What follows belongs to an exercise in optimizing a design on an open flow for small area and a short achievable clock period; a production flow would make more cautious choices. No run shown here included a check of the RTL's function; only the layout flow was run. Power and IR drop assume default switching activity.

===== flow/design.v =====
package dmem_pkg;
  localparam logic [15:0] RAM_REGION = 16'h1001;
  localparam logic [15:0] IO_REGION  = 16'h1003;
endpackage
module dmem_ram #(
  parameter int Nloc  = 64,
  parameter int Dbits = 32
) (
  input  logic                      clk,
  input  logic                      ins_en,
  input  logic [$clog2(Nloc)-3:0]   ins_idx,
  input  logic [Dbits-1:0]          wdata,
  input  logic [$clog2(Nloc)-2:0]   rd_idx,
  output logic [Dbits-1:0]          rdata
);
  logic [Nloc-1:0][Dbits-1:0] ring;
  logic [Nloc/2-1:0][Dbits-1:0] taps;
  always_ff @(posedge clk) begin
    for (int i = 0; i < Nloc; i++) begin
      if (i % 4 == 0 && ins_en && ins_idx == ($clog2(Nloc)-2)'(i / 4)) begin
        ring[i] <= wdata;
      end else begin
        ring[i] <= ring[(i + Nloc - 1) % Nloc];
      end
    end
  end
  always_comb begin
    for (int j = 0; j < Nloc / 2; j++) begin
      taps[j] = ring[2 * j];
    end
  end
  assign rdata = taps[rd_idx];
endmodule
module dmem_responder #(
  parameter int          Nloc        = 64,
  parameter int          Dbits       = 32,
  parameter logic [31:0] RAM_BASE    = {dmem_pkg::RAM_REGION, 16'h0000},
  parameter logic [31:0] IO_BASE     = {dmem_pkg::IO_REGION, 16'h0000}
) (
  input  logic             clk,
  input  logic             reset,
  input  logic             mem_req,
  input  logic             mem_wr,
  input  logic [Dbits-1:0] mem_addr,
  input  logic [Dbits-1:0] mem_writedata,
  output logic [Dbits-1:0] mem_readdata,
  output logic             stall,
  output logic [15:0]      led,
  output logic [Dbits-1:0] cycle_count
);
  localparam int AW = $clog2(Nloc);
  logic c1_q, c2_q, c3_q;
  logic idle;
  logic             wr_q;
  logic             ram_q, led_sel_q, cnt_sel_q;
  logic [AW-1:0]    sqn_q;
  logic [Dbits-1:0] wdata_q;
  logic [AW-1:0]    ph_q;
  logic             pv_q;
  logic [AW-1:0]    pnext_q;
  logic [Dbits-1:0] pdata_q;
  logic [15:0]      led_q;
  logic [Dbits-1:0] cyc_q;
  logic             is_ram, is_led, is_cnt;
  logic             commit;
  logic             ins_now;
  logic [Dbits-1:0] tap_data;
  logic [Dbits-1:0] ram_val;
  logic [Dbits-1:0] rd_val;
  logic             rd_en;
  assign idle   = !(c1_q || c2_q || c3_q);
  assign is_ram = (mem_addr[31:16] == RAM_BASE[31:16]);
  assign is_led = (mem_addr[31:16] == IO_BASE[31:16]) && (mem_addr[15:2] == 14'd0);
  assign is_cnt = (mem_addr[31:16] == IO_BASE[31:16]) && (mem_addr[15:2] == 14'd1);
  assign commit  = c3_q && mem_req && wr_q;
  assign ins_now = pv_q && (pnext_q[1:0] == 2'd0);
  dmem_ram #(
    .Nloc  (Nloc),
    .Dbits (Dbits)
  ) u_ram (
    .clk     (clk),
    .ins_en  (ins_now),
    .ins_idx (pnext_q[AW-1:2]),
    .wdata   (pdata_q),
    .rd_idx  (sqn_q[AW-1:1]),
    .rdata   (tap_data)
  );
  assign ram_val = (pv_q && (pnext_q == sqn_q)) ? pdata_q : tap_data;
  always_comb begin
    rd_val = '0;
    if (ram_q) begin
      rd_val = ram_val;
    end else if (led_sel_q) begin
      rd_val = {{(Dbits-16){1'b0}}, led_q};
    end else if (cnt_sel_q) begin
      rd_val = cyc_q;
    end
  end
  assign rd_en = !wr_q && (ram_q ? ((c1_q || c2_q) && sqn_q[0]) : c2_q);
  always_ff @(posedge clk or posedge reset) begin
    if (reset) begin
      c1_q <= 1'b0;
      c2_q <= 1'b0;
      c3_q <= 1'b0;
    end else begin
      c1_q <= idle && mem_req;
      c2_q <= c1_q && mem_req;
      c3_q <= c2_q && mem_req;
    end
  end
  always_ff @(posedge clk) begin
    ph_q <= ph_q + 1'b1;
    if (idle) begin
      wr_q      <= mem_wr;
      ram_q     <= is_ram;
      led_sel_q <= is_led;
      cnt_sel_q <= is_cnt;
      sqn_q     <= mem_addr[AW+1:2] + ph_q;
      wdata_q   <= mem_writedata;
    end else begin
      sqn_q     <= sqn_q + 1'b1;
      if (rd_en) begin
        wdata_q <= rd_val;
      end
    end
    pv_q    <= (commit && ram_q) || (pv_q && !ins_now);
    pnext_q <= ((commit && ram_q) ? sqn_q : pnext_q) + 1'b1;
    if (commit && ram_q) begin
      pdata_q <= wdata_q;
    end
  end
  always_ff @(posedge clk or posedge reset) begin
    if (reset) begin
      led_q <= '0;
    end else if (commit && led_sel_q) begin
      led_q <= wdata_q[15:0];
    end
  end
  always_ff @(posedge clk or posedge reset) begin
    if (reset) begin
      cyc_q <= '0;
    end else begin
      cyc_q <= cyc_q + 1'b1;
    end
  end
  assign stall        = mem_req && !c3_q && !reset;
  assign mem_readdata = wdata_q;
  assign led          = led_q;
  assign cycle_count  = cyc_q;
endmodule

===== flow/run.sh =====
#!/bin/bash
# synth_recipe.tcl (not shown) runs the flow's synth.tcl, then flattens the netlist and writes it again
# the make line also repeats each setting of config.mk as NAME=value (left out here)
make -C /OpenROAD-flow-scripts/flow DESIGN_CONFIG=/design/flow/config.mk WORK_HOME=/design/flow/orfs CLKGATE_MAP_FILE= SYNTH_SCRIPT=/design/flow/synth_recipe.tcl finish

===== flow/config.mk =====
export PLATFORM = sky130hd
export DESIGN_NAME = dmem_responder
export DESIGN_NICKNAME = dmem_responder
export VERILOG_FILES = /design/flow/design.v
export SDC_FILE = /design/flow/constraint.sdc
export NUM_CORES = 4
export LEC_CHECK = 0
export ABC_CLOCK_PERIOD_IN_PS = 2500
export CAP_MARGIN = 20
export CORE_MARGIN = 2
export CORE_UTILIZATION = 35
export SETUP_SLACK_MARGIN = 1.5
export SLEW_MARGIN = 20

===== flow/constraint.sdc =====
create_clock -name core_clock -period 4.4 [get_ports {clk}]
set_input_delay 0.8800 -clock core_clock [delete_from_list [all_inputs] [get_ports {clk}]]
set_output_delay 0.8800 -clock core_clock [all_outputs]
set_load 0.01 [all_outputs]

==> results of run 1 <==
[stage by stage]
stage          instance area, sq um  setup WS (ns)  hold WS, ns  utilization
2_1_floorplan                 61350          1.905       0.3096            -
3_3_place_gp                  65780          1.129       0.3098       0.3780
3_5_place_dp                  65780          1.134       0.3121       0.3780
4_1_cts                       72310          1.491       0.3160       0.4155
5_1_grt                       72360          1.532       0.3238       0.4159
6_report                      72360          1.614       0.3159       0.4159
[per-layer routing]
layer / GRT usage / up-vias
li1: - / 14100
met1: 0.2031 / 15450
met2: 0.2668 / 469
met3: 0.02196 / 186
met4: 0.04786 / 0
met5: 0 / -
[cells by family (layout without fill, tap and decap cells)]
logic type,Yosys count,in the layout,synth area share
fa+ha+maj,10,10,0.002162
compound gates,298,298,0.03683
mux,872,872,0.1927
xor+xnor,52,52,0.007424
simple gates,195,195,0.01583
buf+inv,221,597,0.01640
flops,2186,2186,0.7286
[final cells by class]
type	instances	area, sq um	share of cell area
Clock buffer	306	5974	0.08256
Clock inverter	46	457.9	0.006328
Inverter	15	56.30	0.0007781
Multi-Input combinational cell	1427	15860	0.2191
Sequential cell	2186	44730	0.6181
Tap cell	2325	2909	0.04020
Timing Repair Buffer	230	2384	0.03294
[final timing paths]
kind	start	endpoint	slack, ns	cells after the start
min reg2reg	u_ram.ring[1842]	u_ram.ring[1874]	0.32	0
max	cyc_q[31]	cycle_count[31]	1.61	2
max reg2reg	sqn_q[1]	wdata_q[24]	1.64	7
max in group asynchronous	reset	cyc_q[10]	3.18	3
min in group asynchronous	reset	c2_q	0.50	2
min	u_ram.ring[1842]	u_ram.ring[1874]	0.32	0
[worst max-delay path, stage by stage, from the launching register on]
cell and delay [ns]:
dfrtp_1 0.35, buf_6 0.18, clkdlybuf4s50_1 0.56
[sequential cells by signal, summed over array words and instances, names as in the netlist]
signal      flops
led_sel_q       1
c2_q            1
wdata_q        32
pnext_q         6
led_q          16
c3_q            1
cyc_q          32
cnt_sel_q       1
ph_q            6
u_ram.ring   2048
pv_q            1
wr_q            1
sqn_q           6
c1_q            1
ram_q           1
pdata_q        32
[power groups by stage]
stage	combinational (mW)	clock, mW	sequential (mW)
after floorplan	1.99	0	20.9
after global placement	3.22	0	21.1
after detailed placement	3.23	0	21.1
after CTS	3.26	17.1	20.7
after global routing	3.42	18.0	20.7
final	3.22	16.8	20.7
[repair_timing]
action                     CTS  global route
cloned                       1             0
pin swaps                    0             0
setup buffers                3             7
gates resized for setup     11             2
setup endpoints to repair    9             5
[cell usage in the layout, fill, tap and decap left out, types with 7 or more instances in the layout]
master | synthesis | layout
clkbuf_1 | 111 | 50
a22oi_1 | 10 | 10
dfrtp_1 | 51 | 46
mux4_2 | 194 | 194
xor2_1 | 9 | 9
o22a_1 | 8 | 8
dfxtp_1 | 2067 | 2062
a221o_1 | 16 | 16
nand4_1 | 20 | 20
nor2_1 | 62 | 53
and3_1 | 8 | 7
edfxtp_1 | 68 | 68
nor2_4 | 0 | 7
mux2_1 | 8 | 8
inv_1 | 15 | 12
a21oi_1 | 54 | 54
clkinv_2 | 0 | 26
mux2i_1 | 144 | 144
buf_12 | 0 | 19
a211o_1 | 46 | 46
clkbuf_16 | 0 | 201
a22o_1 | 39 | 39
ha_1 | 9 | 9
a221oi_1 | 16 | 16
clkdlybuf4s50_1 | 0 | 144
o21ai_0 | 10 | 10
o211ai_1 | 36 | 36
clkbuf_8 | 0 | 55
o22ai_1 | 31 | 31
nand2_1 | 43 | 37
o221ai_1 | 16 | 16
nand3_1 | 23 | 20
buf_4 | 26 | 60
xnor2_1 | 43 | 43
mux2_2 | 526 | 526
==> run_results.csv, run 1 <==
group,metric,value,unit
min_path,hp-class,"reg2reg",
clocking,clkTransAtPathRegs,0.07,ns
timing,rsz0062_at_grt,"no",
global_routing,grt_max_degree,60,
synth,ys_types,56,
routing,routed_wl,140000,microns
placement,place_hpwl,78050,microns
layout,fillerInstances,15690,
pwr,cellLeakagePower,28.68,nW
global_routing,grt_first_pass_wirelength,209000,microns
synth,syn-cell-area,61350,sq um
timing,totalNegativeSetupSlack,0,ns
synth,avgSynthCellArea,16.00,sq um
routing,wl_met3,3993,microns
synth,yosysTopAreaCellShare,0.6745,
synth,syn-num-nets,3912,
timing,skew,0.02050,ns
setup_path,cp-start-kind,"flip-flop",
status,outcome,"no timing/DRC/antenna violations",
die,ios,149,
pwr,total_power,40.69,mW
clocking,htreeDepth,4,
pwr,powerDensity,562.3,nW/um^2
routing,wl_per_cell,21.42,microns
pwr,p_comb_frac,0.079,
routing,ant_nets,0,
synth,seq_area_frac_synth,0.7286,
die,die_h,422.7,microns
routing,vias,30210,
die,die_area,178600,sq um
global_routing,grt_pass1_vias,31780,
synth,synth_most_common_cell,"dfxtp_1",
layout,antenna_cells,0,
timing,period_needed,2.786,ns
timing,fmax,359.0,MHz
clocking,clock-root-buffer,"clkbuf_16",
synth,synth-seq-cells,2186,
pwr,power.share.sequential,0.508,
timing,slew-limit-headroom,0.2580,
setup_path,path_max_fanout,3,
routing,drt-pass1-iter-count,5,
synth,syn_inst,3834,
die,core_area,174000,sq um
pwr,internal_power,31.25,mW
routing,wl_met1,63580,microns
layout,stdcell_count,6535,
layout,layout-drive-gt1-share,0.2746,
synth,synth_common_cells,"dfxtp_1, mux2_2, mux4_2, mux2i_1, clkbuf_1",
setup_path,critPathArrivalTime,1.91,ns
setup_path,endpoint_kind,"output port",
synth,ys_warn_count,2,
layout,final_nets,4131,
timing,tightest_slew,1.113,ns
pwr,p_sw_frac,0.2319,
routing,drc,0,
placement,gp_congestion,0.7331,
layout,syn_to_final_growth,17.96,%
die,fp.dieW,422.7,microns
synth,synth_top_area_cell,"dfxtp_1",
global_routing,grt_overflow_total,0,
routing,vias_per_cell,4.622,
timing,drv_slew,0,
setup_path,path_class,"reg2out",
global_routing,grt_antenna_before_repair,0,
placement,numPortBuffers,146,
synth,synth_ff_type,"dfxtp_1",
timing,fin_crit_sh,0.6331,
clocking,cts_tree,"built",
synth,ys_async_sr_fraction,0.02333,
routing,dr_wl_met2,69170,microns
job,max_cap_viol_count,0,
pwr,peakVddDrop,0.0004198,V
clocking,insertion_delay,0.80,ns
routing,drt-initial-drc-count,1756,
clocking,holdBufCountCts,0,
synth,synthTopCellsByArea,"dfxtp_1, mux2_2, mux4_2",
timing,finalHoldViolations,0,
clocking,cts_sinks,2186,
timing,setup_viol,0,
clocking,cts-buffers-inserted,193,
routing,maxUsedRoutingLayer,"met4",
global_routing,grt_usage,0.1558,
pwr,power_frac_clock,0.413,
synth,synth-edff-count,68,
clocking,clockBufferDepth,3,
placement,dp_cells,6172,
die,core.rowCount,153,
setup_path,required,3.52,ns
die,start_util,0.3525,
pwr,p_switching,9.435,mW
==> run 2: changes to the inputs <==
--- a/flow/config.mk
+++ b/flow/config.mk
@@ -6,8 +6,8 @@
 export NUM_CORES = 4
 export LEC_CHECK = 0
-export ABC_CLOCK_PERIOD_IN_PS = 2500
+export ABC_CLOCK_PERIOD_IN_PS = 2000
 export CAP_MARGIN = 20
 export CORE_MARGIN = 2
 export CORE_UTILIZATION = 35
-export SETUP_SLACK_MARGIN = 1.5
+export SETUP_SLACK_MARGIN = 2.2
 export SLEW_MARGIN = 20
==> run_results.csv, run 2 <==
group,metric,value,unit
status,outcome,"no timing/DRC/antenna violations",
global_routing,grt_first_pass_wirelength,224200,microns
timing,tightest_slew,1.079,ns
setup_path,cp-start-kind,"flip-flop",
synth,seq_area_frac_synth,0.7286,
die,ios,149,
routing,vias_per_cell,4.701,
setup_path,endpoint_kind,"flip-flop",
synth,synth_most_common_cell,"dfxtp_1",
global_routing,grt_antenna_before_repair,2,
routing,wl_per_cell,22.84,microns
synth,ys_types,56,
die,fp.dieW,422.7,microns
global_routing,grt_overflow_total,0,
die,core.rowCount,153,
min_path,hp-class,"reg2reg",
global_routing,top_usage_layer,"met2",
timing,slew-limit-headroom,0.2807,
layout,regMostFlops,"u_ram.ring",
layout,largest_reg_flops,2048,
synth,avgSynthCellArea,16.00,sq um
setup_path,r2r_cells,9,
pwr,cellLeakagePower,30.41,nW
timing,whs,0.2983,ns
die,die_area,178600,sq um
min_path,min_from,"u_ram.ring[1981]",
layout,layout_common_cells,"dfxtp_1, mux2_2, clkbuf_16",
timing,setup_viol,0,
min_path,min_path_cells,0,
synth,syn_inst,3834,
clocking,cts-buffers-inserted,195,
timing,fin_ws,1.879,ns
timing,finalHoldViolations,0,
setup_path,reg2reg_slack,1.88,ns
setup_path,required,4.94,ns
die,core_area,174000,sq um
pwr,powerDensity,567.9,nW/um^2
layout,final_nets,4353,
timing,skew,0.03083,ns
routing,drc,0,
synth,ys_warn_count,2,
clocking,clkTransAtPathRegs,0.07,ns
routing,vias,31760,
clocking,htreeDepth,4,
synth,synth-seq-cells,2186,
synth,syn-num-nets,3912,
timing,rsz0062_at_grt,"yes",
global_routing,use_met2,0.2892,
clocking,cts_tree,"built",
layout,syn_to_final_growth,23.26,%
placement,gp_congestion,0.7339,
layout,mostFrequentLayoutCell,"dfxtp_1",
clocking,insertion_delay,0.81,ns
pwr,peakVddDrop,0.0003987,V
placement,dpl_cell_area,65700,sq um
global_routing,grt_max_degree,43,
synth,yosysTopAreaCellShare,0.6745,
layout,fin_area,75610,sq um
clocking,holdBufCountCts,0,
die,die_h,422.7,microns
setup_path,r2r-start,"sqn_q[1]",
synth,synthTopCellsByArea,"dfxtp_1, mux2_2, mux4_2",
timing,fmax,396.7,MHz
layout,layout-drive-gt1-share,0.3366,
timing,fin_crit_sh,0.5729,
placement,place_ws,1.047,ns
setup_path,r2r-end,"wdata_q[4]",
routing,ant_nets,0,
clocking,cts_sinks,2186,
routing,drt-initial-drc-count,1905,
global_routing,grt_usage,0.1697,
setup_path,path_class,"reg2reg",
job,max_cap_viol_count,0,
synth,synth-edff-count,68,
setup_path,critPathArrivalTime,3.06,ns
die,start_util,0.3525,
placement,place_hpwl,77860,microns
synth,ys_async_sr_fraction,0.02333,
timing,drv_slew,0,
clocking,clock-root-buffer,"clkbuf_16",
setup_path,path_max_fanout,8,
synth,synth_ff_type,"dfxtp_1",
synth,synth_top_area_cell,"dfxtp_1",
global_routing,grt_pass1_vias,32940,
pwr,total_power,42.94,mW
clocking,clockBufferDepth,3,
timing,totalNegativeSetupSlack,0,ns
global_routing,grt_use_met3,0.02315,
min_path,min_to,"u_ram.ring[2013]",
synth,syn-cell-area,61350,sq um
timing,period_needed,2.521,ns
synth,synth_common_cells,"dfxtp_1, mux2_2, mux4_2, mux2i_1, clkbuf_1",
routing,drt-pass1-iter-count,5,
global_routing,use_met1,0.2208,
routing,routed_wl,154300,microns
placement,numPortBuffers,146,
==> run 2: cell families after synthesis <==
group	count (synthesis)	synth area share
muxes	872	0.1927
DFF	2186	0.7286
adders and majority gates	10	0.002162
buffers and inverters	221	0.01640
AOI/OAI and AO/OA	298	0.03683
xor gates and xnor gates	52	0.007424
and+or+nand+nor	195	0.01583
==> run 2: worst max-delay path: stages, from the launching register on <==
cell and delay (ns):
dfxtp_4 0.38, buf_12 0.16, buf_6 0.13, buf_16 0.11
buf_12 0.12, mux4_2 0.51, a22o_1 0.19, a211o_1 0.26
o211ai_1 0.26, a21oi_1 0.12
==> run 2: final cells by class <==
| class | count | area [sq um] |
|---|---|---|
| Fill cell | 15320 | 98400 |
| Sequential cell | 2186 | 44750 |
| Multi-Input combinational cell | 1429 | 16030 |
| Clock buffer | 293 | 5896 |
| Timing Repair Buffer | 448 | 5214 |
| Tap cell | 2325 | 2909 |
| Clock inverter | 59 | 753.2 |
| Inverter | 15 | 65.06 |
| Antenna cell | 1 | 2.502 |
==> run 2: worst max path at each step <==
| stage | start | to | cells past startpoint |
|---|---|---|---|
| finish | sqn_q[1] | wdata_q[4] | 9 |
| global route | sqn_q[1] | wdata_q[12] | 9 |
| CTS | mem_req | stall | 3 |
| detailed placement | mem_req | pdata_q[8] | 4 |
| global placement | mem_req | pnext_q[4] | 9 |
| floorplan | mem_req | pdata_q[0] | 3 |
==> run 2: through the flow <==
stage | cells | util
after detailed placement | 6162 | 0.3776
final | 6756 | 0.4345
after floorplan | 3834 | -
after CTS | 6716 | 0.4317
after global placement | 6161 | 0.3774
after global routing | 6755 | 0.4345
==> run 2: report_power, final <==
group / switching [mW] / internal [mW] / leakage (nW)
logic: 2.56 / 2.34 / 9.15
clock network: 7.35 / 10.1 / 3.27
registers: 0.296 / 20.3 / 18.0
total: 10.2 / 32.7 / 30.4
==> run 2: layer usage <==
| layer | vias up | wire (microns) |
|---|---|---|
| li1 | 14580 | - |
| met1 | 16310 | 68880 |
| met2 | 630 | 74650 |
| met3 | 242 | 5067 |
| met4 | 0 | 5730 |
| met5 | - | 0 |
==> run 2: what timing repair did <==
action                     in CTS  in global routing
setup buffers                 171                 36
resized for setup             492                 31
cloned                         31                  3
setup endpoints to repair     632                184
pin swaps                      95                 56
==> run 3: changes to the inputs <==
==> flow/flow/run.sh (new file) <==
#!/bin/bash
# Standard layout with port buffers made of plain buffers and free resizing.
set -euo pipefail
bash standard.sh 'BUFFER_PORTS_ARGS=-buffer_cell sky130_fd_sc_hd__buf_2' MATCH_CELL_FOOTPRINT=0 finish > run_make.log 2>&1
==> flow/standard.sh (new file) <==
#!/bin/bash
# synth_recipe.tcl (not shown) runs the flow's synth.tcl, then flattens the netlist and writes it again
# the make line also repeats each setting of config.mk as NAME=value (left out here)
make -C /OpenROAD-flow-scripts/flow DESIGN_CONFIG=/design/flow/config.mk WORK_HOME=/design/flow/orfs CLKGATE_MAP_FILE= SYNTH_SCRIPT=/design/flow/synth_recipe.tcl "${@:-finish}"
removed: flow/run.sh
==> run_results.csv, run 3 <==
group,metric,value,unit
die,ios,149,
setup_path,path_class,"reg2reg",
routing,drt-initial-drc-count,2003,
pwr,p_switching,10.22,mW
die,fp.dieW,422.7,microns
die,core.rowCount,153,
timing,drv_slew,0,
setup_path,critPathArrivalTime,3.09,ns
layout,mostFrequentLayoutCell,"dfxtp_1",
synth,yosysTopAreaCellShare,0.6745,
routing,routed_wl,155600,microns
synth,synth-edff-count,68,
clocking,clockBufferDepth,3,
synth,synth_ff_type,"dfxtp_1",
setup_path,required,4.94,ns
clocking,insertion_delay,0.82,ns
layout,fin_area,75560,sq um
global_routing,grt_antenna_before_repair,4,
clocking,holdBufCountCts,0,
timing,finalHoldViolations,0,
clocking,cts_tree,"built",
synth,syn-cell-area,61350,sq um
setup_path,critical-path-top-delay-family,"compound AO/OA/AOI/OAI gates",
placement,place_hpwl,78230,microns
synth,avgSynthCellArea,16.00,sq um
setup_path,reg2reg_slack,1.85,ns
synth,ys_warn_count,2,
pwr,power.share.sequential,0.477,
layout,final_nets,4389,
timing,tightest_slew,0.9361,ns
synth,synth_common_cells,"dfxtp_1, mux2_2, mux4_2, mux2i_1, clkbuf_1",
placement,numPortBuffers,146,
synth,ys_types,56,
die,core_area,174000,sq um
placement,dpl_cell_area,65020,sq um
setup_path,r2r-start,"sqn_q[1]",
synth,syn_inst,3834,
clocking,htreeDepth,4,
min_path,hp-class,"in2async",
setup_path,critPathBufInv,5,
synth,seq_area_frac_synth,0.7286,
pwr,p_comb_frac,0.112,
clocking,clock-root-buffer,"clkbuf_16",
placement,gp_congestion,0.7385,
timing,rsz0062_at_grt,"yes",
timing,skew,0.02670,ns
timing,setup_viol,0,
layout,layout_common_cells,"dfxtp_1, mux2_2, clkbuf_16",
placement,dp_cells,6163,
layout,regArea,44740,sq um
routing,ant_nets,0,
global_routing,grt_overflow_total,0,
layout,multi_input_area,16140,sq um
layout,layout-drive-gt1-share,0.3592,
pwr,power_frac_clock,0.411,
clocking,cts_sinks,2186,
job,max_cap_viol_count,0,
layout,regMostFlops,"u_ram.ring",
die,start_util,0.3525,
setup_path,crit_top_cell,"buf_12",
synth,synth-seq-cells,2186,
layout,stdcell_count,6797,
clocking,cts-buffers-inserted,194,
global_routing,grt_pass1_vias,33010,
global_routing,grt_max_degree,42,
pwr,peakVddDrop,0.0003287,V
pwr,cellLeakagePower,30.62,nW
layout,largest_reg_flops,2048,
timing,slew-limit-headroom,0.3746,
status,outcome,"no timing/DRC/antenna violations",
timing,fmax,392.5,MHz
routing,drt-pass1-iter-count,5,
synth,ys_async_sr_fraction,0.02333,
routing,drc,0,
clocking,clkTransAtPathRegs,0.06,ns
setup_path,critPathMaxStageDelay,0.49,ns
routing,vias,31950,
layout,syn_to_final_growth,23.16,%
routing,vias_per_cell,4.701,
synth,synth_top_area_cell,"dfxtp_1",
setup_path,cpMaxStageDelayCell,"mux4_2",
setup_path,cp-start-kind,"flip-flop",
timing,period_needed,2.547,ns
global_routing,grt_first_pass_wirelength,224000,microns
die,die_h,422.7,microns
pwr,powerDensity,572.6,nW/um^2
die,die_area,178600,sq um
layout,fillerInstances,15240,
setup_path,path_max_fanout,6,
timing,totalNegativeSetupSlack,0,ns
setup_path,r2r-end,"wdata_q[11]",
setup_path,r2r_cells,9,
synth,synthTopCellsByArea,"dfxtp_1, mux2_2, mux4_2",
synth,syn-num-nets,3912,
pwr,internal_power,33.04,mW
timing,fin_crit_sh,0.5790,
synth,synth_most_common_cell,"dfxtp_1",
routing,wl_per_cell,22.89,microns
setup_path,endpoint_kind,"flip-flop",
setup_path,crit_chain,"buf_12 > buf_16 > buf_12 > clkbuf_16 > buf_4 > mux4_2 > a211o_1 > o211ai_1 > a21oi_1",
pwr,p_sw_frac,0.2363,
global_routing,grt_usage,0.1686,
## run 3: cell counts after synthesis
No cell type changed its count.
## run 3: cells by family (layout without fill, tap and decap cells)
kind of cell,after synthesis,after routing,synth area share
and+or+nand+nor,195,201,0.01583
xor gates and xnor gates,52,52,0.007424
adders and majority gates,10,10,0.002162
other,0,1,0
AOI/OAI and AO/OA,298,298,0.03683
muxes,872,872,0.1927
DFF,2186,2186,0.7286
buffers and inverters,221,852,0.01640
## run 3: what timing repair did
action / 4_1_cts / 5_1_grt
pin swaps: 79 / 63
buffers inserted: 171 / 70
setup endpoints to repair: 676 / 420
resized for setup: 130 / 46
cloned: 27 / 9
## run 3: layout make-up
class | instances | area share
multi-input cells | 1433 | 0.2137
inverters | 15 | 0.0008611
well taps | 2325 | 0.03850
repair inverters | 1 | 0.00009936
flip-flops and latches | 2186 | 0.5921
diodes | 1 | 0.00003312
clock inverters | 69 | 0.01317
clock buffers | 287 | 0.07677
repair buffers | 480 | 0.06477
## run 3: worst register-to-register path: cells and delay by family (launching register included)
family / cells / cell delay (ns)
AO/OA/AOI/OAI: 3 / 0.76
buffers and inverters: 5 / 0.63
multiplexers: 1 / 0.49
flip-flops: 1 / 0.38
## run 3: worst max path at each step
stage,startpoint,end,cells after the start
3_3_place_gp,mem_req,pdata_q[2],5
4_1_cts,sqn_q[1],wdata_q[11],8
6_report,sqn_q[1],wdata_q[11],9
3_5_place_dp,mem_req,pdata_q[1],5
2_1_floorplan,mem_req,pdata_q[0],3
5_1_grt,sqn_q[1],wdata_q[12],8
## run 3: metrics by stage
stage / setup slack (ns) / utilization / total power [mW] / hold slack, ns
floorplan: 2.203 / - / 22.89 / 0.3096
global placement: 1.265 / 0.3736 / 24.21 / 0.3096
detailed placement: 1.288 / 0.3736 / 24.24 / 0.3121
CTS: 1.805 / 0.4284 / 43.26 / 0.05494
global route: 1.820 / 0.4342 / 44.58 / 0.1093
finish: 1.853 / 0.4342 / 43.26 / 0.1019
## run 3: metal layers
metal	vias up	share of wire	wire length (microns)	global-route usage
li1	14640	-	-	-
met1	16410	0.45	70250	0.2253
met2	662	0.48	74020	0.2783
met3	237	0.039	6127	0.02808
met4	0	0.033	5185	0.05351
met5	-	0	0	0
## run 3: power by group through the flow
stage	logic (mW)	clock network, mW	registers (mW)
floorplan	1.99	0	20.9
global route	5.04	18.9	20.6
detailed placement	3.10	0	21.1
finish	4.85	17.8	20.6
CTS	4.57	18.1	20.6
global placement	3.09	0	21.1
==> run 4: changes to the inputs <==
--- a/flow/design.v
+++ b/flow/design.v
@@ -66,6 +66,8 @@
   logic             ins_now;
   logic [Dbits-1:0] tap_data;
-  logic [Dbits-1:0] ram_val;
-  logic [Dbits-1:0] rd_val;
+  logic             byp;
+  logic [Dbits-1:0] io_val;
+  logic [Dbits-1:0] other_val;
+  logic             use_tap;
   logic             rd_en;
   assign idle   = !(c1_q || c2_q || c3_q);
@@ -86,15 +88,15 @@
     .rdata   (tap_data)
   );
-  assign ram_val = (pv_q && (pnext_q == sqn_q)) ? pdata_q : tap_data;
+  assign byp = pv_q && (pnext_q == sqn_q);
   always_comb begin
-    rd_val = '0;
-    if (ram_q) begin
-      rd_val = ram_val;
-    end else if (led_sel_q) begin
-      rd_val = {{(Dbits-16){1'b0}}, led_q};
+    io_val = '0;
+    if (led_sel_q) begin
+      io_val = {{(Dbits-16){1'b0}}, led_q};
     end else if (cnt_sel_q) begin
-      rd_val = cyc_q;
+      io_val = cyc_q;
     end
   end
+  assign use_tap   = !idle && ram_q && !byp;
+  assign other_val = idle ? mem_writedata : ((ram_q && byp) ? pdata_q : io_val);
   assign rd_en = !wr_q && (ram_q ? ((c1_q || c2_q) && sqn_q[0]) : c2_q);
   always_ff @(posedge clk or posedge reset) begin
@@ -117,10 +119,9 @@
       cnt_sel_q <= is_cnt;
       sqn_q     <= mem_addr[AW+1:2] + ph_q;
-      wdata_q   <= mem_writedata;
     end else begin
       sqn_q     <= sqn_q + 1'b1;
-      if (rd_en) begin
-        wdata_q <= rd_val;
-      end
+    end
+    if (idle || rd_en) begin
+      wdata_q <= use_tap ? tap_data : other_val;
     end
     pv_q    <= (commit && ram_q) || (pv_q && !ins_now);
==> run_results.csv, run 4 <==
group,metric,value,unit
timing,period_needed,2.415,ns
placement,numPortBuffers,146,
layout,syn_to_final_growth,22.54,%
clocking,insertion_delay,0.82,ns
die,die_h,423.2,microns
layout,fillerInstances,15420,
clocking,clock-root-buffer,"clkbuf_16",
die,core.rowCount,153,
die,core_area,174200,sq um
layout,regMostFlops,"u_ram.ring",
clocking,clkTransAtPathRegs,0.06,ns
synth,ys_types,54,
pwr,total_power,42.73,mW
setup_path,path_class,"reg2out",
timing,setup_viol,0,
clocking,cts-buffers-inserted,194,
timing,rsz0062_at_grt,"yes",
routing,drc,0,
synth,syn-num-nets,3956,
synth,synth_common_cells,"dfxtp_1, mux2_2, mux4_2, clkbuf_1, o22ai_1",
job,max_cap_viol_count,0,
setup_path,path_max_fanout,2,
min_path,hp-class,"in2async",
timing,finalHoldViolations,0,
die,ios,149,
global_routing,grt_antenna_before_repair,4,
clocking,cts_sinks,2186,
placement,place_ws,1.251,ns
routing,dr_wl_met2,77200,microns
global_routing,grt_max_degree,62,
routing,maxUsedRoutingLayer,"met4",
timing,drv_slew,0,
synth,synth_top_area_cell,"dfxtp_1",
setup_path,critPathArrivalTime,1.54,ns
status,outcome,"no timing/DRC/antenna violations",
timing,tightest_slew,0.8856,ns
pwr,cellLeakagePower,30.08,nW
global_routing,grt_first_pass_wirelength,226800,microns
clocking,htreeDepth,4,
die,start_util,0.3531,
pwr,peakVddDrop,0.0003339,V
clocking,clockBufferDepth,3,
setup_path,critical-path-top-delay-family,"flip-flops",
timing,fin_crit_sh,0.5489,
routing,ant_nets,0,
clocking,holdBufCountCts,0,
timing,slew-limit-headroom,0.4096,
setup_path,crit_chain,"buf_2",
routing,drt-initial-drc-count,2488,
placement,dp_cells,6199,
layout,mostFrequentLayoutCell,"dfxtp_1",
routing,routed_wl,164200,microns
synth,seq_area_frac_synth,0.7267,
setup_path,endpoint_kind,"output port",
global_routing,grt_usage,0.1722,
timing,skew,0.02977,ns
routing,drt-pass1-iter-count,7,
global_routing,grt_overflow_total,0,
synth,synth-seq-cells,2186,
synth,avgSynthCellArea,15.86,sq um
routing,wl_met1,73470,microns
setup_path,cpMaxStageDelayCell,"edfxtp_1",
routing,wl_per_cell,24.13,microns
synth,synth_ff_type,"dfxtp_1",
layout,layout_common_cells,"dfxtp_1, mux2_2, mux4_2",
timing,fin_ws,1.985,ns
timing,fmax,414.0,MHz
placement,place_hpwl,83400,microns
pwr,powerDensity,566.9,nW/um^2
setup_path,critPathBufInv,1,
layout,layout-drive-gt1-share,0.3633,
die,fp.dieW,423.2,microns
clocking,cts_tree,"built",
synth,synth-edff-count,68,
routing,vias,32560,
synth,synth_most_common_cell,"dfxtp_1",
routing,wl_met3,7426,microns
setup_path,critPathMaxStageDelay,0.52,ns
synth,syn_inst,3878,
setup_path,required,3.52,ns
synth,syn-cell-area,61510,sq um
setup_path,cp-start-kind,"flip-flop",
layout,final_nets,4399,
timing,totalNegativeSetupSlack,0,ns
synth,yosysTopAreaCellShare,0.6727,
synth,ys_warn_count,2,
synth,ys_async_sr_fraction,0.02333,
die,die_area,179100,sq um
layout,largest_reg_flops,2048,
global_routing,grt_pass1_vias,33050,
layout,stdcell_count,6804,
layout,antenna_cells,0,
routing,vias_per_cell,4.786,
placement,gp_congestion,0.7565,
synth,synthTopCellsByArea,"dfxtp_1, mux2_2, mux4_2",
## run 4: path summary, 6_finish.rpt
| check | start | endpoint | slack [ns] | cells past startpoint |
|---|---|---|---|---|
| min in group core_clock | mem_wr | wr_q | 0.24 | 1 |
| max in group asynchronous | reset | cyc_q[2] | 3.33 | 3 |
| hold reg to reg | u_ram.ring[418] | u_ram.ring[450] | 0.31 | 0 |
| setup reg to reg | sqn_q[1] | wdata_q[31] | 2.06 | 8 |
| setup / recovery | wdata_q[0] | mem_readdata[0] | 1.98 | 1 |
| hold / removal | reset | cyc_q[1] | 0.23 | 2 |
## run 4: per-stage QoR
step	hold slack (ns)	utilization	cell area [sq um]
2_1_floorplan	0.3096	-	61560
6_report	0.2257	0.4327	75370
5_1_grt	0.2108	0.4327	75370
3_5_place_dp	0.3121	0.3726	64910
3_3_place_gp	0.3103	0.3726	64910
4_1_cts	0.1844	0.4213	73400
## run 4: report_power, final
group / internal, mW / leakage (nW) / switching [mW]
clock network: 9.63 / 3.20 / 7.44
registers: 20.3 / 18.0 / 0.314
logic: 2.21 / 8.91 / 2.81
total: 32.2 / 30.1 / 10.6
## run 4: cell type report
cell class                      count  area [sq um]  area share
Inverter                           15         96.34    0.001278
Tap cell                         2325          2909     0.03860
Timing Repair Buffer              450          4522     0.05999
Timing Repair inverter              1         8.758   0.0001162
Sequential cell                  2186         44750      0.5938
Clock buffer                      306          5821     0.07723
Multi-Input combinational cell   1473         16560      0.2197
Clock inverter                     48         700.7    0.009296
## run 4: layer usage
| layer | up-vias | GRT usage |
|---|---|---|
| met5 | - | 0 |
| met4 | 0 | 0.06163 |
| met3 | 274 | 0.02565 |
| met2 | 853 | 0.2824 |
| met1 | 16770 | 0.2312 |
| li1 | 14660 | - |
## run 4: what timing repair did
action | CTS | global route
endpoints found under the setup margin | 585 | 221
setup buffers | 133 | 75
cloned | 15 | 28
pin swaps | 14 | 45
resized for setup | 149 | 158
## run 4: cell families after synthesis
| logic type | synth area share |
|---|---|
| xor gates and xnor gates | 0.007832 |
| DFF | 0.7267 |
| muxes | 0.1923 |
| AOI/OAI and AO/OA | 0.02990 |
| and+or+nand+nor | 0.02282 |
| buffers and inverters | 0.01831 |
| adders and majority gates | 0.002156 |
==> run 5: changes to the inputs <==
--- a/flow/config.mk
+++ b/flow/config.mk
@@ -9,5 +9,9 @@
 export CAP_MARGIN = 20
 export CORE_MARGIN = 2
-export CORE_UTILIZATION = 35
-export SETUP_SLACK_MARGIN = 2.2
+export CORE_UTILIZATION = 70
+export CTS_BUF_LIST = sky130_fd_sc_hd__clkbuf_8 sky130_fd_sc_hd__clkbuf_16
+export CTS_CLUSTER_DIAMETER = 40
+export CTS_CLUSTER_SIZE = 20
+export PLACE_DENSITY = 0.8
+export SETUP_SLACK_MARGIN = 2.1
 export SLEW_MARGIN = 20
==> run_results.csv, run 5 <==
group,metric,value,unit
status,outcome,"no timing/DRC/antenna violations",
global_routing,grt_usage,0.3305,
setup_path,critPathArrivalTime,1.57,ns
synth,synth_top_area_cell,"dfxtp_1",
pwr,powerDensity,572.4,nW/um^2
setup_path,cp-start-kind,"flip-flop",
layout,layout-drive-gt1-share,0.3342,
timing,skew,0.02663,ns
synth,syn-cell-area,61510,sq um
synth,seq_area_frac_synth,0.7267,
synth,syn_inst,3878,
setup_path,required,3.52,ns
global_routing,grt_max_degree,51,
clocking,holdBufCountCts,0,
clocking,clockBufferDepth,3,
synth,synth_common_cells,"dfxtp_1, mux2_2, mux4_2, clkbuf_1, o22ai_1",
layout,final_nets,4249,
clocking,cts_tree,"built",
layout,fin_area,71210,sq um
placement,numPortBuffers,146,
clocking,cts-buffers-inserted,166,
clocking,insertion_delay,0.80,ns
die,core.rowCount,108,
job,max_cap_viol_count,0,
synth,synth_ff_type,"dfxtp_1",
global_routing,grt_antenna_before_repair,4,
die,die_h,300.4,microns
timing,fmax,407.5,MHz
die,ios,149,
layout,largest_reg_flops,2048,
setup_path,reg2reg_slack,2.04,ns
layout,mostFrequentLayoutCell,"dfxtp_1",
setup_path,r2r_cells,7,
placement,gp_congestion,0.8061,
timing,rsz0062_at_grt,"yes",
routing,routed_wl,153200,microns
clocking,cts_sinks,2186,
layout,regMostFlops,"u_ram.ring",
timing,fin_crit_sh,0.5577,
synth,syn-num-nets,3956,
timing,drv_slew,0,
pwr,cellLeakagePower,28.89,nW
placement,dpl_cell_area,63400,sq um
synth,ys_types,54,
layout,postLayoutCoreUtil,0.8195,
global_routing,grt_pass1_vias,34040,
timing,period_needed,2.454,ns
timing,tightest_slew,0.9288,ns
layout,syn_to_final_growth,15.77,%
setup_path,crit_end,"stall",
routing,vias,33300,
clocking,clock-root-buffer,"clkbuf_16",
layout,layout_common_cells,"dfxtp_1, mux2_2, mux4_2",
setup_path,endpoint_kind,"output port",
synth,ys_async_sr_fraction,0.02333,
synth,avgSynthCellArea,15.86,sq um
setup_path,startpoint,"c3_q",
routing,drt-pass1-iter-count,5,
clocking,clkTransAtPathRegs,0.07,ns
die,fp.dieW,300.4,microns
min_path,hp-class,"in2async",
routing,vias_per_cell,6.094,
global_routing,grt_first_pass_wirelength,218400,microns
routing,ant_nets,0,
die,start_util,0.7079,
synth,synth-edff-count,68,
synth,yosysTopAreaCellShare,0.6727,
setup_path,r2r-start,"pnext_q[0]",
synth,synthTopCellsByArea,"dfxtp_1, mux2_2, mux4_2",
synth,synth-seq-cells,2186,
routing,wl_per_cell,28.03,microns
timing,finalHoldViolations,0,
synth,ys_warn_count,2,
setup_path,r2r-end,"u_ram.ring[1563]",
timing,totalNegativeSetupSlack,0,ns
global_routing,grt_overflow_total,0,
pwr,peakVddDrop,0.0005456,V
timing,slew-limit-headroom,0.3808,
timing,setup_viol,0,
setup_path,path_max_fanout,2,
routing,drc,0,
synth,synth_most_common_cell,"dfxtp_1",
die,die_area,90260,sq um
placement,place_hpwl,77480,microns
die,core_area,86890,sq um
clocking,htreeDepth,4,
setup_path,path_class,"reg2out",
routing,drt-initial-drc-count,2994,
[run 5: cell counts after synthesis]
No cell type changed its count.
[run 5: cell type report]
class / instances / area, sq um
inverter: 15 / 81.33
clock inverter: 126 / 1510
timing repair buffer: 331 / 2892
multi-input combinational: 1470 / 16110
timing repair inverter: 1 / 8.758
sequential: 2186 / 44760
clock buffer: 180 / 4403
antenna: 1 / 2.502
fill: 4222 / 15680
tap: 1155 / 1445
[run 5: what timing repair did]
item | in CTS | in global routing
gates cloned | 7 | 13
pin swaps | 18 | 8
buffers inserted | 79 | 34
endpoints found under the setup margin | 508 | 185
resized for setup | 92 | 33
endpoints found under the hold margin | 0 | 0
[run 5: through the flow]
stage          instances  hold WS, ns  power [mW]  worst slack, ns
2_1_floorplan       3878       0.3096       23.06            1.943
3_3_place_gp        5025       0.3097       24.11            1.348
3_5_place_dp        5025       0.3121       24.15            1.291
4_1_cts             5417       0.2649       40.34            1.803
5_1_grt             5464       0.2754       41.75            1.928
6_report            5465       0.2968       40.76            1.946
[run 5: power by group]
part | switching (mW) | internal (mW)
clock network | 7.56 | 8.59
registers | 0.364 | 20.3
logic | 2.32 | 1.63
[run 5: logic make-up after synthesis]
group	count (synthesis)	synth area share
compound gates	287	0.02990
xor+xnor	55	0.007832
fa+ha+maj	10	0.002156
buf+inv	227	0.01831
flops	2186	0.7267
mux	834	0.1923
simple gates	279	0.02282
[run 5: how the worst min path moves through the flow]
stage | start | cells after the start | endpoint | slack [ns]
finish | reset | 2 | led_q[2] | 0.30
global placement | u_ram.ring[437] | 0 | u_ram.ring[469] | 0.31
floorplan | u_ram.ring[1056] | 0 | u_ram.ring[1088] | 0.31
detailed placement | u_ram.ring[1572] | 0 | u_ram.ring[1604] | 0.31
CTS | mem_wr | 1 | wr_q | 0.26
global route | mem_wr | 1 | wr_q | 0.28
[run 5: per-layer routing]
metal / GRT usage / up-vias / share of wire
met5: 0 / - / 0.00036
met4: 0.1217 / 8 / 0.032
met3: 0.07143 / 344 / 0.081
met2: 0.5299 / 1529 / 0.47
met1: 0.4476 / 17080 / 0.42
li1: - / 14340 / -
[run 5: critical path, stage by stage (launching register included)]
cell	delay (ns)
dfrtp_2	0.45
nor3b_2	0.18
buf_2	0.16
==> run 6: changes to the inputs <==
--- a/flow/config.mk
+++ b/flow/config.mk
@@ -9,9 +9,9 @@
 export CAP_MARGIN = 20
 export CORE_MARGIN = 2
-export CORE_UTILIZATION = 70
-export CTS_BUF_LIST = sky130_fd_sc_hd__clkbuf_8 sky130_fd_sc_hd__clkbuf_16
-export CTS_CLUSTER_DIAMETER = 40
-export CTS_CLUSTER_SIZE = 20
-export PLACE_DENSITY = 0.8
+export CORE_UTILIZATION = 65
+export CTS_BUF_LIST = sky130_fd_sc_hd__clkbuf_8
+export CTS_CLUSTER_DIAMETER = 50
+export CTS_CLUSTER_SIZE = 16
+export PLACE_DENSITY = 0.75
 export SETUP_SLACK_MARGIN = 2.1
 export SLEW_MARGIN = 20
==> run_results.csv, run 6 <==
group,metric,value,unit
status,outcome,"no timing/DRC/antenna violations",
clocking,clkTransAtPathRegs,0.10,ns
die,ios,149,
routing,drt-pass1-iter-count,5,
layout,fillerInstances,5881,
layout,largest_reg_flops,2048,
timing,slew-limit-headroom,0.3008,
layout,layout_common_cells,"dfxtp_1, mux2_2, mux4_2",
setup_path,path_class,"reg2reg",
global_routing,grt_usage,0.2899,
timing,skew,0.05226,ns
setup_path,cp-start-kind,"flip-flop",
pwr,peakVddDrop,0.0003271,V
synth,synth-edff-count,68,
synth,ys_types,54,
die,die_area,97110,sq um
pwr,total_power,34.66,mW
routing,routed_wl,144700,microns
synth,synth_common_cells,"dfxtp_1, mux2_2, mux4_2, clkbuf_1, o22ai_1",
synth,ys_async_sr_fraction,0.02333,
min_path,hp-class,"in2async",
synth,syn-cell-area,61510,sq um
clocking,holdBufCountCts,0,
clocking,htreeDepth,4,
die,start_util,0.6571,
timing,finalHoldViolations,0,
synth,synth_ff_type,"dfxtp_1",
synth,syn-num-nets,3956,
pwr,power_frac_clock,0.288,
global_routing,grt_first_pass_wirelength,207400,microns
layout,regMostFlops,"u_ram.ring",
setup_path,path_max_fanout,32,
pwr,p_switching,8.709,mW
clocking,clockBufferDepth,3,
synth,synth_most_common_cell,"dfxtp_1",
routing,drt-initial-drc-count,2696,
placement,numPortBuffers,146,
pwr,cellLeakagePower,27.81,nW
global_routing,grt_overflow_total,0,
layout,syn_to_final_growth,11.87,%
synth,avgSynthCellArea,15.86,sq um
synth,synthTopCellsByArea,"dfxtp_1, mux2_2, mux4_2",
pwr,p_sw_frac,0.2513,
global_routing,grt_pass1_vias,32200,
setup_path,critPathArrivalTime,3.27,ns
global_routing,grt_antenna_before_repair,5,
clocking,cts-buffers-inserted,160,
synth,yosysTopAreaCellShare,0.6727,
layout,regArea,44750,sq um
global_routing,grt_max_degree,57,
routing,wl_per_cell,26.11,microns
timing,totalNegativeSetupSlack,0,ns
placement,gp_congestion,0.7891,
timing,tightest_slew,1.045,ns
routing,vias,31960,
routing,vias_per_cell,5.768,
setup_path,reg2reg_slack,1.85,ns
timing,fin_crit_sh,0.5786,
timing,setup_viol,0,
routing,ant_nets,0,
die,core_area,93610,sq um
layout,multi_input_area,16260,sq um
die,die_h,311.6,microns
setup_path,endpoint_kind,"flip-flop",
clocking,insertion_delay,0.87,ns
routing,drc,0,
synth,seq_area_frac_synth,0.7267,
placement,place_hpwl,75790,microns
synth,syn_inst,3878,
setup_path,required,5.12,ns
synth,synth_top_area_cell,"dfxtp_1",
timing,fmax,392.8,MHz
die,fp.dieW,311.6,microns
layout,mostFrequentLayoutCell,"dfxtp_1",
timing,drv_slew,0,
clocking,clock-root-buffer,"clkbuf_8",
synth,synth-seq-cells,2186,
pwr,p_comb_frac,0.117,
timing,rsz0062_at_grt,"yes",
pwr,internal_power,25.95,mW
layout,layout-drive-gt1-share,0.3255,
synth,ys_warn_count,2,
clocking,cts_sinks,2186,
job,max_cap_viol_count,0,
layout,final_nets,4287,
clocking,cts_tree,"built",
die,core.rowCount,112,
timing,period_needed,2.546,ns
pwr,powerDensity,503.7,nW/um^2
pwr,power.share.sequential,0.595,
-- run 6: cell count changes in the layout (fill, tap and decap cells not counted), sizes merged, moves of 3 or more --
cell      delta
clkinvlp     -9
bufinv      -12
buf         +41
clkinv      -31
inv         -17
diode        +7
nand2        +3
clkbuf       -5
-- run 6: path summary, 6_finish.rpt --
check                                start               to  cells after the start
setup / recovery                pnext_q[5]  u_ram.ring[281]                      3
hold / removal                       reset         cyc_q[1]                      2
setup reg to reg                pnext_q[5]  u_ram.ring[281]                      3
hold reg to reg            u_ram.ring[186]  u_ram.ring[218]                      0
max in group asynchronous            reset        cyc_q[15]                      3
min in group core_clock             mem_wr             wr_q                      1
-- run 6: area by class of cell --
class / count / area share
inverters: 15 / 0.001218
clock buffers: 175 / 0.03500
multi-input cells: 1473 / 0.2363
flip-flops and latches: 2186 / 0.6503
well taps: 1254 / 0.02280
repair buffers: 372 / 0.04806
diodes: 8 / 0.0002909
repair inverters: 1 / 0.0001273
clock inverters: 57 / 0.005909
-- run 6: critical path: stages (launching register included) --
cell and delay [ns]:
dfxtp_4 0.44, nor2_1 0.83, nand2_8 0.63, mux2_2 0.47
-- run 6: timing repair --
| item | in CTS | in global routing |
|---|---|---|
| gates cloned | 12 | 12 |
| pin swaps | 13 | 10 |
| buffers inserted | 105 | 49 |
| gates resized for setup | 114 | 55 |
| endpoints found under the setup margin | 510 | 368 |
-- run 6: kinds of logic (layout without fill, tap and decap cells) --
group	count (synthesis)	count (layout)	synth area share
buf+inv	227	620	0.01831
mux	834	834	0.1923
other cells	0	8	0
compound gates	287	287	0.02990
fa+ha+maj	10	10	0.002156
xor+xnor	55	55	0.007832
flops	2186	2186	0.7267
simple gates	279	287	0.02282
-- run 6: layer usage --
metal / share of wire / global-route usage
met4: 0.025 / 0.08293
met2: 0.46 / 0.4559
met1: 0.45 / 0.4125
met5: 0.00019 / 0
met3: 0.067 / 0.05810
-- run 6: metrics by stage --
step           cell area (sq um)  worst slack [ns]    util  cells  hold WS [ns]
4_1_cts                    67890             1.826  0.7253   5472        0.1469
2_1_floorplan              61560             1.943       -   3878        0.3096
5_1_grt                    68810             1.809  0.7350   5539        0.1943
3_5_place_dp               63510             1.251  0.6785   5123        0.3121
3_3_place_gp               63510             1.281  0.6785   5123        0.3095
6_report                   68810             1.854  0.7351   5541        0.1707
-- run 6: power groups by stage --
stage	clock network, mW	logic, mW	registers (mW)
after floorplan	0	2.16	20.9
after global placement	0	3.03	21.1
after detailed placement	0	3.05	21.1
after CTS	10.1	3.62	20.6
after global routing	10.9	4.23	20.7
final	9.99	4.06	20.6
==> run 7: changes to the inputs <==
--- a/flow/design.v
+++ b/flow/design.v
@@ -8,15 +8,13 @@
 ) (
   input  logic                      clk,
-  input  logic                      ins_en,
-  input  logic [$clog2(Nloc)-3:0]   ins_idx,
+  input  logic [Nloc/4-1:0]         ins_sel,
   input  logic [Dbits-1:0]          wdata,
-  input  logic [$clog2(Nloc)-2:0]   rd_idx,
+  input  logic [Nloc/2-1:0]         rd_sel,
   output logic [Dbits-1:0]          rdata
 );
   logic [Nloc-1:0][Dbits-1:0] ring;
-  logic [Nloc/2-1:0][Dbits-1:0] taps;
   always_ff @(posedge clk) begin
     for (int i = 0; i < Nloc; i++) begin
-      if (i % 4 == 0 && ins_en && ins_idx == ($clog2(Nloc)-2)'(i / 4)) begin
+      if (i % 4 == 0 && ins_sel[i / 4]) begin
         ring[i] <= wdata;
       end else begin
@@ -26,9 +24,9 @@
   end
   always_comb begin
+    rdata = '0;
     for (int j = 0; j < Nloc / 2; j++) begin
-      taps[j] = ring[2 * j];
+      rdata = rdata | (ring[2 * j] & {Dbits{rd_sel[j]}});
     end
   end
-  assign rdata = taps[rd_idx];
 endmodule
 module dmem_responder #(
@@ -55,4 +53,6 @@
   logic             ram_q, led_sel_q, cnt_sel_q;
   logic [AW-1:0]    sqn_q;
+  logic [Nloc/2-1:0] tsel_q;
+  logic [AW-1:0]    s1;
   logic [Dbits-1:0] wdata_q;
   logic [AW-1:0]    ph_q;
@@ -60,4 +60,7 @@
   logic [AW-1:0]    pnext_q;
   logic [Dbits-1:0] pdata_q;
+  logic [Nloc/4-1:0] ins_q;
+  logic             pv_d;
+  logic [AW-1:0]    pnext_d;
   logic [15:0]      led_q;
   logic [Dbits-1:0] cyc_q;
@@ -72,4 +75,5 @@
   logic             rd_en;
   assign idle   = !(c1_q || c2_q || c3_q);
+  assign s1     = mem_addr[AW+1:2] + ph_q;
   assign is_ram = (mem_addr[31:16] == RAM_BASE[31:16]);
   assign is_led = (mem_addr[31:16] == IO_BASE[31:16]) && (mem_addr[15:2] == 14'd0);
@@ -77,4 +81,6 @@
   assign commit  = c3_q && mem_req && wr_q;
   assign ins_now = pv_q && (pnext_q[1:0] == 2'd0);
+  assign pv_d    = (commit && ram_q) || (pv_q && !ins_now);
+  assign pnext_d = ((commit && ram_q) ? sqn_q : pnext_q) + 1'b1;
   dmem_ram #(
     .Nloc  (Nloc),
@@ -82,8 +88,7 @@
   ) u_ram (
     .clk     (clk),
-    .ins_en  (ins_now),
-    .ins_idx (pnext_q[AW-1:2]),
+    .ins_sel (ins_q),
     .wdata   (pdata_q),
-    .rd_idx  (sqn_q[AW-1:1]),
+    .rd_sel  (tsel_q),
     .rdata   (tap_data)
   );
@@ -118,5 +123,6 @@
       led_sel_q <= is_led;
       cnt_sel_q <= is_cnt;
-      sqn_q     <= mem_addr[AW+1:2] + ph_q;
+      sqn_q     <= s1;
+      tsel_q    <= (Nloc/2)'(1) << s1[AW-1:1];
     end else begin
       sqn_q     <= sqn_q + 1'b1;
@@ -125,6 +131,7 @@
       wdata_q <= use_tap ? tap_data : other_val;
     end
-    pv_q    <= (commit && ram_q) || (pv_q && !ins_now);
-    pnext_q <= ((commit && ram_q) ? sqn_q : pnext_q) + 1'b1;
+    pv_q    <= pv_d;
+    pnext_q <= pnext_d;
+    ins_q   <= pv_d && (pnext_d[1:0] == 2'd0) ? (Nloc/4)'(1) << pnext_d[AW-1:2] : '0;
     if (commit && ram_q) begin
       pdata_q <= wdata_q;
--- a/flow/config.mk
+++ b/flow/config.mk
@@ -9,9 +9,9 @@
 export CAP_MARGIN = 20
 export CORE_MARGIN = 2
-export CORE_UTILIZATION = 65
-export CTS_BUF_LIST = sky130_fd_sc_hd__clkbuf_8
-export CTS_CLUSTER_DIAMETER = 50
-export CTS_CLUSTER_SIZE = 16
-export PLACE_DENSITY = 0.75
+export CORE_UTILIZATION = 70
+export CTS_BUF_LIST = sky130_fd_sc_hd__clkbuf_8 sky130_fd_sc_hd__clkbuf_16
+export CTS_CLUSTER_DIAMETER = 40
+export CTS_CLUSTER_SIZE = 20
+export PLACE_DENSITY = 0.8
 export SETUP_SLACK_MARGIN = 2.1
 export SLEW_MARGIN = 20
==> run_results.csv, run 7 <==
group,metric,value,unit
routing,routed_wl,190100,microns
layout,largest_reg_flops,2048,
status,outcome,"no timing/DRC/antenna violations",
pwr,p_comb_frac,0.060,
die,ios,149,
clocking,htreeDepth,4,
global_routing,grt_max_degree,53,
synth,yosysTopAreaCellShare,0.6906,
timing,period_needed,2.477,ns
setup_path,required,4.92,ns
timing,whs,0.2509,ns
synth,seq_area_frac_synth,0.7614,
routing,vias_per_cell,6.685,
setup_path,critPathArrivalTime,3.00,ns
setup_path,endpoint_kind,"flip-flop",
routing,drt-pass1-iter-count,8,
die,fp.dieW,297.7,microns
pwr,p_switching,9.978,mW
setup_path,r2r-end,"wdata_q[14]",
die,die_h,297.7,microns
synth,synth_ff_type,"dfxtp_1",
setup_path,crit_end,"wdata_q[14]",
synth,synth-seq-cells,2234,
synth,synthAdderAreaFrac,0.002404,
synth,synthXorXnorAreaFrac,0.008247,
synth,synth-edff-count,100,
synth,yosys-mux-area-fraction,0.1033,
global_routing,grt_usage,0.4037,
timing,skew,0.03952,ns
setup_path,path_class,"reg2reg",
die,core.rowCount,107,
synth,synth-simple-area-share,0.03446,
placement,numPortBuffers,146,
routing,wl_per_cell,33.71,microns
timing,setup_viol,0,
clocking,cts_tree,"built",
clocking,insertion_delay,0.81,ns
synth,syn-num-nets,4148,
pwr,power.share.sequential,0.530,
layout,syn_to_final_growth,17.14,%
clocking,holdBufCountCts,0,
pwr,internal_power,30.00,mW
pwr,cellLeakagePower,28.42,nW
layout,fillerInstances,3966,
layout,layout_common_cells,"dfxtp_1, mux2_2, a22oi_1",
synth,synth_top_family_by_area,"multiplexers",
clocking,clkTransAtPathRegs,0.08,ns
timing,finalHoldViolations,0,
die,die_area,88630,sq um
timing,tightest_slew,1.159,ns
setup_path,r2r-start,"tsel_q[30]",
global_routing,grt_antenna_before_repair,10,
die,start_util,0.7081,
layout,layout-drive-gt1-share,0.3016,
setup_path,r2r_cells,8,
global_routing,grt_pass1_vias,36710,
global_routing,grt_first_pass_wirelength,255800,microns
timing,slew-limit-headroom,0.2275,
setup_path,startpoint,"tsel_q[30]",
placement,gp_congestion,0.8554,
layout,mostFrequentLayoutCell,"dfxtp_1",
pwr,powerDensity,565.2,nW/um^2
routing,ant_nets,0,
pwr,p_sw_frac,0.2496,
clocking,cts-buffers-inserted,168,
die,core_area,85280,sq um
timing,totalNegativeSetupSlack,0,ns
setup_path,reg2reg_slack,1.92,ns
clocking,clock-root-buffer,"clkbuf_16",
synth,avgSynthCellArea,14.84,sq um
pwr,peakVddDrop,0.0004612,V
synth,syn_inst,4069,
global_routing,grt_overflow_total,0,
timing,fmax,403.7,MHz
synth,synth_top_area_cell,"dfxtp_1",
setup_path,cp-start-kind,"flip-flop",
routing,drt-initial-drc-count,5293,
job,max_cap_viol_count,0,
clocking,cts_sinks,2234,
clocking,clockBufferDepth,3,
routing,drc,0,
timing,drv_slew,0,
synth,ys_async_sr_fraction,0.02283,
synth,ys_types,46,
synth,synth_compound_area_frac,0.07497,
placement,place_hpwl,93780,microns
pwr,power_frac_clock,0.409,
pwr,total_power,39.98,mW
synth,synth_common_cells,"dfxtp_1, mux2_2, a22oi_1, clkbuf_1, nand4_1",
synth,ys_warn_count,2,
layout,final_nets,4431,
timing,rsz0062_at_grt,"yes",
routing,vias,37700,
synth,synthTopCellsByArea,"dfxtp_1, mux2_2, a22oi_1",
min_path,hp-class,"in2async",
setup_path,path_max_fanout,6,
synth,syn-cell-area,60390,sq um
synth,synth_most_common_cell,"dfxtp_1",
layout,regMostFlops,"u_ram.ring",
timing,fin_crit_sh,0.5630,
-- run 7: cell types whose count changed in the layout (fill, tap and decap cells not counted), sizes merged, moves of 41 or more --
cell,previous run,this run
a22oi,29,512
mux4,224,0
nand4,13,141
o22ai,80,23
nand2,83,40
nor3,9,52
mux2i,69,27
nor2,55,14
-- run 7: repair_timing --
action                                  CTS  global route
gates cloned                              3             9
resized for setup                       117           130
pin swaps                                 7            33
endpoints found under the setup margin  171           119
hold endpoints to repair                  0             0
buffers inserted                         86            34
-- run 7: power groups by stage --
stage	registers, mW	clock network, mW	logic (mW)
finish	21.2	16.4	2.41
global route	21.2	17.1	2.36
CTS	21.2	16.2	2.01
detailed placement	21.8	0	1.64
global placement	21.8	0	1.60
floorplan	21.6	0	0.792
-- run 7: cell families (layout without fill, tap and decap cells) --
| group | count (synthesis) | after routing |
|---|---|---|
| buffers and inverters | 235 | 658 |
| DFF | 2234 | 2234 |
| muxes | 557 | 557 |
| other | 0 | 3 |
| and+or+nand+nor | 353 | 354 |
| AOI/OAI and AO/OA | 623 | 623 |
| xor gates and xnor gates | 56 | 56 |
| adders and majority gates | 11 | 11 |
-- run 7: final cells by class --
type / count / area (sq um) / area share
flip-flops and latches: 2234 / 46070 / 0.6512
multi-input cells: 1601 / 14280 / 0.2019
clock buffers: 185 / 4461 / 0.06306
repair buffers: 337 / 2907 / 0.04109
clock inverters: 126 / 1538 / 0.02174
well taps: 1144 / 1431 / 0.02024
inverters: 10 / 47.55 / 0.0006721
diodes: 3 / 7.507 / 0.0001061
-- run 7: worst min-delay path by stage --
stage | endpoint | from | cells past startpoint
final | c2_q | reset | 2
after global routing | wr_q | mem_wr | 1
after CTS | wr_q | mem_wr | 1
after floorplan | u_ram.ring[1088] | u_ram.ring[1056] | 0
after global placement | u_ram.ring[479] | u_ram.ring[447] | 0
after detailed placement | u_ram.ring[1232] | u_ram.ring[1200] | 0
-- run 7: layer usage --
| metal | vias to the layer above | wire length (microns) | GRT usage |
|---|---|---|---|
| li1 | 15150 | - | - |
| met1 | 18760 | 69730 | 0.5304 |
| met2 | 2942 | 84180 | 0.6210 |
| met3 | 844 | 21760 | 0.08649 |
| met4 | 12 | 14370 | 0.2399 |
| met5 | - | 77 | 0 |
-- run 7: per-stage QoR --
step                      cells  setup slack, ns  instance area, sq um  utilization
final                      5640            1.923                 70740       0.8295
after global routing       5638            1.945                 70730       0.8294
after CTS                  5594            1.990                 69620       0.8163
after detailed placement   5194            1.294                 62430       0.7321
after global placement     5193            1.301                 62410       0.7318
after floorplan            4069            1.623                 60600            -
-- run 7: critical path, cell delays in order, from the launching register on --
cell,delay (ns)
edfxtp_1,0.54
buf_12,0.21
buf_12,0.14
a22oi_1,0.16
nand4_1,0.15
nor4_2,0.36
buf_4,0.24
a2bb2oi_1,0.22
o21ai_0,0.15
==> run 8: changes to the inputs <==
==> flow/flow/run.sh (replaced) <==
#!/bin/bash
# Standard layout with port buffers made of plain buffers, free resizing, and a
# clock tree of clkbuf_16 trunks and clkbuf_8 leaves without dummy loads.
set -euo pipefail
CTS="-sink_clustering_enable -repair_clock_nets -sink_clustering_size 20 -sink_clustering_max_diameter 50"
CTS="$CTS -buf_list {sky130_fd_sc_hd__clkbuf_8 sky130_fd_sc_hd__clkbuf_16} -root_buf sky130_fd_sc_hd__clkbuf_16"
CTS="$CTS -sink_clustering_buffer sky130_fd_sc_hd__clkbuf_8 -dont_use_dummy_load"
bash standard.sh 'BUFFER_PORTS_ARGS=-buffer_cell sky130_fd_sc_hd__buf_2' MATCH_CELL_FOOTPRINT=0 "CTS_ARGS=$CTS" finish > run_make.log 2>&1
==> run_results.csv, run 8 <==
group,metric,value,unit
status,outcome,"no timing/DRC/antenna violations",
job,max_cap_viol_count,0,
die,fp.dieW,297.7,microns
routing,vias_per_cell,6.516,
clocking,htreeDepth,4,
setup_path,cp-start-kind,"flip-flop",
setup_path,crit_chain,"buf_12 > buf_6 > a22oi_2 > nand4_1 > nor4_4 > buf_6 > a2bb2oi_2 > o21ai_0",
setup_path,critPathArrivalTime,2.85,ns
setup_path,crit_top_cell,"buf_6",
setup_path,path_class,"reg2reg",
layout,regArea,46050,sq um
die,ios,149,
layout,multi_input_area,14230,sq um
min_path,min_path_cells,0,
synth,syn_inst,4069,
clocking,clockBufferDepth,3,
layout,regMostFlops,"u_ram.ring",
synth,synth-edff-count,100,
layout,syn_to_final_growth,9.295,%
timing,tightest_slew,1.098,ns
timing,totalNegativeSetupSlack,0,ns
pwr,cellLeakagePower,26.14,nW
synth,ys_types,46,
timing,slew-limit-headroom,0.2681,
timing,whs,0.2954,ns
die,die_h,297.7,microns
placement,numPortBuffers,146,
setup_path,cpMaxStageDelayCell,"edfxtp_1",
pwr,total_power,32.37,mW
clocking,holdBufCountCts,0,
synth,syn-cell-area,60390,sq um
layout,mostFrequentLayoutCell,"dfxtp_1",
synth,synth_most_common_cell,"dfxtp_1",
clocking,cts-buffers-inserted,139,
layout,final_nets,4330,
synth,synth-seq-cells,2234,
pwr,powerDensity,490.5,nW/um^2
global_routing,grt_pass1_vias,34720,
global_routing,grt_overflow_total,0,
timing,setup_viol,0,
routing,drc,0,
setup_path,path_max_fanout,8,
die,core_area,85280,sq um
synth,synth_top_area_cell,"dfxtp_1",
clocking,cts_sinks,2234,
timing,rsz0062_at_grt,"yes",
setup_path,required,4.86,ns
placement,dpl_cell_area,62430,sq um
die,start_util,0.7081,
setup_path,endpoint_kind,"flip-flop",
clocking,cts_tree,"built",
routing,drt-pass1-iter-count,6,
placement,place_hpwl,93780,microns
synth,synthTopCellsByArea,"dfxtp_1, mux2_2, a22oi_1",
global_routing,grt_first_pass_wirelength,238800,microns
layout,fin_area,66000,sq um
synth,yosysTopAreaCellShare,0.6906,
timing,drv_slew,0,
placement,gp_congestion,0.8554,
routing,ant_nets,0,
timing,skew,0.05593,ns
global_routing,grt_usage,0.3771,
clocking,clkTransAtPathRegs,0.11,ns
routing,wl_per_cell,31.86,microns
clocking,clock-root-buffer,"clkbuf_16",
layout,layout-drive-gt1-share,0.2586,
setup_path,r2r_cells,8,
pwr,peakVddDrop,0.0004313,V
synth,seq_area_frac_synth,0.7614,
min_path,hp-class,"reg2reg",
routing,drt-initial-drc-count,4245,
clocking,insertion_delay,0.75,ns
routing,vias,35150,
die,core.rowCount,107,
timing,finalHoldViolations,0,
synth,ys_async_sr_fraction,0.02283,
synth,ys_warn_count,2,
layout,layout_common_cells,"dfxtp_1, mux2_2, a22oi_1",
global_routing,grt_max_degree,53,
routing,routed_wl,171800,microns
timing,period_needed,2.398,ns
synth,syn-num-nets,4148,
synth,avgSynthCellArea,14.84,sq um
global_routing,grt_antenna_before_repair,1,
setup_path,critPathMaxStageDelay,0.55,ns
layout,fillerInstances,4946,
synth,synth_common_cells,"dfxtp_1, mux2_2, a22oi_1, clkbuf_1, nand4_1",
timing,fmax,417.1,MHz
timing,fin_crit_sh,0.5449,
die,die_area,88630,sq um
synth,synth_ff_type,"dfxtp_1",
layout,largest_reg_flops,2048,
==> run 8: cells by family after synthesis <==
family                     Yosys count  synth area share
AOI/OAI and AO/OA                  623           0.07497
and+or+nand+nor                    353           0.03446
DFF                               2234            0.7614
buffers and inverters              235           0.01519
adders and majority gates           11          0.002404
muxes                              557            0.1033
xor gates and xnor gates            56          0.008247
==> run 8: worst max-delay path, delay by kind of cell, from the launching register on <==
family,cells,cell delay (ns)
AOI/OAI and AO/OA,3,0.37
buffers and inverters,3,0.56
DFF,1,0.55
and+or+nand+nor,2,0.61
==> run 8: area by class of cell <==
type                            instances  area share
Multi-Input combinational cell       1601      0.2156
Antenna cell                            1  0.00003792
Clock buffer                          139     0.03189
Tap cell                             1144     0.02169
Timing Repair Buffer                  265     0.03229
Sequential cell                      2234      0.6978
Inverter                               10   0.0007204
==> run 8: repair_timing <==
item | CTS | global route
hold endpoints to repair | 0 | 0
setup endpoints to repair | 135 | 99
pin swaps | 8 | 26
buffers inserted | 46 | 7
gates resized for setup | 89 | 111
gates cloned | 1 | 6
==> run 8: metrics by stage <==
step | utilization | setup slack (ns) | cells
after floorplan | - | 1.623 | 4069
after global placement | 0.7318 | 1.301 | 5193
after detailed placement | 0.7321 | 1.294 | 5194
after CTS | 0.7659 | 1.996 | 5380
after global routing | 0.7739 | 1.979 | 5394
final | 0.7739 | 2.002 | 5394
==> run 8: power breakdown <==
group / total, mW / internal [mW] / switching, mW
sequential: 21.2 / 20.9 / 0.314
clock: 9.02 / 3.21 / 5.81
combinational: 2.15 / 0.646 / 1.51
total: 32.4 / 24.7 / 7.63
==> run 8: metal layers <==
metal	GRT usage	wire (microns)	part of all wire
met1	0.5055	67190	0.39
met2	0.5848	77120	0.45
met3	0.08218	17740	0.10
met4	0.1869	9769	0.057
met5	0.003247	0	0
==> run 8: worst paths after layout <==
check | start | end | slack, ns
worst max-delay path | tsel_q[30] | wdata_q[14] | 2.00
worst min-delay path | u_ram.ring[687] | u_ram.ring[719] | 0.30
worst max register to register | tsel_q[30] | wdata_q[14] | 2.00
worst min register to register | u_ram.ring[687] | u_ram.ring[719] | 0.30
max in group asynchronous | reset | cyc_q[20] | 3.45
min in group asynchronous | reset | cyc_q[5] | 0.33

what the ideal ports hide:
Ports are ideal in the flow. The routed layouts listed here were re-timed in OpenROAD.
Step 1: set_driving_cell puts a clkbuf_16 on clk and a buf_2 on each other input, an assumption about the parent block.
Step 2 also shifts input and output timing later by t, the mid clock arrival at the registers, as if the neighbouring blocks saw the same clock.
a / b / c = ideal / step 1 / step 2; a / b = the first two.
run	t (ns)	setup slack, ns
run 1	0.873	1.614 / 1.535 / 1.558
run 2	0.875	1.879 / 1.855 / 1.554
run 3	0.889	1.853 / 1.853 / 1.853
run 4	0.887	1.985 / 1.906 / 1.995
run 5	0.857	1.946 / 1.870 / 1.678
run 6	0.920	1.854 / 1.788 / 1.709
run 7	0.863	1.923 / 1.895 / 1.529
run 8	0.789	2.002 / 1.952 / 1.484
After both steps setup and hold are still met in every run listed.
